From an optimization exercise on the open Yosys and OpenROAD flow, aimed at small area; shortcuts taken in it are not production practice.
Function was checked by simulation only, so behaviour that the tests miss may differ from the original.
Power figures rest on the tool's default switching activity, not on a simulated workload.

Setup of delta:
==> flow/design.v (excerpt) <==
module lidar_scan_top (
    input  logic        clk,
    input  logic        TxD_reset,
    input  logic        serial_in,
    output logic        result_valid,
    output logic [15:0] min_angle,
    output logic [15:0] max_angle,
    output logic [15:0] obs_alert
);
Settings: LEC_CHECK=0, CAP_MARGIN=20, CORE_MARGIN=2, CORE_UTILIZATION=70, PLACE_DENSITY=0.78, SLEW_MARGIN=20; clock period 10.0 ns.
standard.sh (not shown) runs the stock make flow with config.mk's settings and CLKGATE_MAP_FILE= SYNTH_SCRIPT=/design/flow/synth_recipe.tcl, a recipe that flattens the netlist after the stock synthesis.
==> flow/flow/run.sh <==
#!/bin/bash
# Layout flow: the standard.sh (ORFS) in three parts.
#  1. the standard synthesis, unchanged, up to the Yosys netlist;
#  2. flow/remap.sh maps that netlist's combinational logic again with an
#     area-oriented ABC script; every flip-flop keeps its instance name, its
#     cell and its connections;
#  3. the rest of the standard flow on that netlist, with two changes: the
#     port buffers come from the smallest buffer cell (buf_1), and clock tree
#     synthesis adds no dummy loads.
# Each tool's output goes to a log file of its own in this folder.
set -euo pipefail
export BUFFER_PORTS_ARGS="-buffer_cell sky130_fd_sc_hd__buf_1"
export CTS_ARGS="-sink_clustering_enable -repair_clock_nets -buf_list sky130_fd_sc_hd__clkbuf_8 -dont_use_dummy_load"
R="$PWD/orfs/results/${FLOW_PLATFORM:-sky130hd}/lidar_scan_top/base"
bash standard.sh "$R/1_2_yosys.v" > standard_synth.log 2>&1
cp "$R/1_2_yosys.v" "$R/1_2_yosys_standard.v"
bash flow/remap.sh "$R/1_2_yosys_standard.v" "$R/1_2_yosys.v" > remap.log 2>&1
touch "$R/1_2_yosys.v"
bash standard.sh > standard_flow.log 2>&1
Other scripts of this flow, unchanged in this note and not shown: flow/flow/abc_area.script, flow/flow/comb_models.py, flow/flow/remap.sh
delta was carried through to the last stage, and its layout satisfied the timing, design-rule and antenna checks.
The inputs of alpha differ from those of delta as listed below.
-- flow/design.v --
<<< delta, line 52
        end
    end
    localparam logic [4:0] S_CT     = 5'b00_001;
    localparam logic [4:0] S_SL     = 5'b00_110;
    localparam logic [4:0] S_HUNT_A = 5'b01_000;
    localparam logic [4:0] S_HUNT_B = 5'b01_001;
    localparam logic [4:0] S_F1_0   = 5'b11_000;
    localparam logic [2:0] F_LDD = 3'b001;    
    localparam logic [2:0] F_FL  = 3'b010;
    localparam logic [2:0] F_FH  = 3'b101;
    localparam logic [2:0] F_LL  = 3'b011;
    localparam logic [2:0] F_LH  = 3'b111;
    localparam logic [2:0] F_SL  = 3'b110;
    localparam logic [2:0] F_P1  = 3'b100;
    localparam logic [2:0] F_P2  = 3'b000;
    localparam logic [1:0] C_F1   = 2'd0;
    localparam logic [1:0] C_F2   = 2'd1;
>>> alpha, line 52
        end
    end
    localparam logic [4:0] S_CT     = 5'b00_000;
    localparam logic [4:0] S_SL     = 5'b00_101;
    localparam logic [4:0] S_HUNT_A = 5'b01_000;
    localparam logic [4:0] S_HUNT_B = 5'b01_001;
    localparam logic [4:0] S_F1_0   = 5'b11_000;
    localparam logic [2:0] F_LDD = 3'd0;    
    localparam logic [2:0] F_FL  = 3'd1;
    localparam logic [2:0] F_FH  = 3'd2;
    localparam logic [2:0] F_LL  = 3'd3;
    localparam logic [2:0] F_LH  = 3'd4;
    localparam logic [2:0] F_SL  = 3'd5;
    localparam logic [2:0] F_P1  = 3'd6;
    localparam logic [2:0] F_P2  = 3'd7;
    localparam logic [1:0] C_F1   = 2'd0;
    localparam logic [1:0] C_F2   = 2'd1;
<<< delta, line 137
        st_nx = st;
        case (st[4:3])
            2'b00: st_nx = (st[2:0] == F_LDD && bb[7:1] == 7'd0) ? S_HUNT_A : {2'b10, st[2:0]};
            2'b01: begin
                if (st[0]) st_nx = (bb == 8'hAA) ? S_CT : S_HUNT_A;
>>> alpha, line 137
        st_nx = st;
        case (st[4:3])
            2'b00: st_nx = (st[2:0] == 3'd0 && bb[7:1] == 7'd0) ? S_HUNT_A : {2'b10, st[2:0]};
            2'b01: begin
                if (st[0]) st_nx = (bb == 8'hAA) ? S_CT : S_HUNT_A;
<<< delta, line 144
            2'b10: begin
                if (st[2:0] == F_P2) st_nx = te ? S_F1_0 : S_SL;    
                else if (st[2:0] == F_P1) st_nx = {2'b10, F_P2};
                else st_nx = {2'b00, st[1:0], st[2] ^ st[1]};
            end
            default: begin
>>> alpha, line 144
            2'b10: begin
                if (st[2:0] == F_P2) st_nx = te ? S_F1_0 : S_SL;    
                else st_nx = {st[2:1] == 2'b11, 1'b0, st[2:0] + 3'd1};
            end
            default: begin
### Flow results
alpha vs. delta: shortest period the worst path allows dropped 0.0084 ns, number of cells in the finished layout apart from fillers fell by 1.1%, area of the multi-input gates picked up an extra about 4%.
Status: overall die height parity (delta, alpha)
Diff alpha..delta | number of buffers inserted for hold repair after clock tree synthesis | unchanged
Going from delta to alpha, the met1 track demand over resource in global routing was found to have gone down by 2.6 points.
Placement-stage worst setup slack, delta and alpha, higher one = delta.
alpha does worse than delta on power.
The detailed-route wire length on metal 1 reported for alpha is smaller than that of delta by 84 µm.
Per the comparison of alpha with delta, final design area excluding fillers has increased; leakage dissipation has increased.
alpha completed end to end with timing, DRC and antenna clean.

## afterwards: timing with drivers on the ports
The flow's constraints put no driver on any port. The routed layouts listed below were extracted and timed again, unchanged, in two steps.
Step 1, drivers: a clkbuf_16 drives clk and a buf_2 each remaining input, both assumed.
Step 2 adds t to the input delays and takes it off the output delays; t is the mean of the earliest and latest rising clock arrival at the registers after step 1. Input paths then give back, and output paths get back, about the clock's delay inside the block.
Three values: ideal, step 1, step 2; two values: the first two.
run	shift t [ns]	setup slack, ns	worst hold slack (ns)	slew at the worst register clock pin (ns)
delta	0.465	5.880 / 5.848 / 6.313	0.315 / 0.315 / 0.315	0.09 / 0.09
alpha	0.456	5.888 / 5.858 / 6.314	0.311 / 0.311 / 0.311	0.08 / 0.08
After both steps every run listed still meets setup and hold.
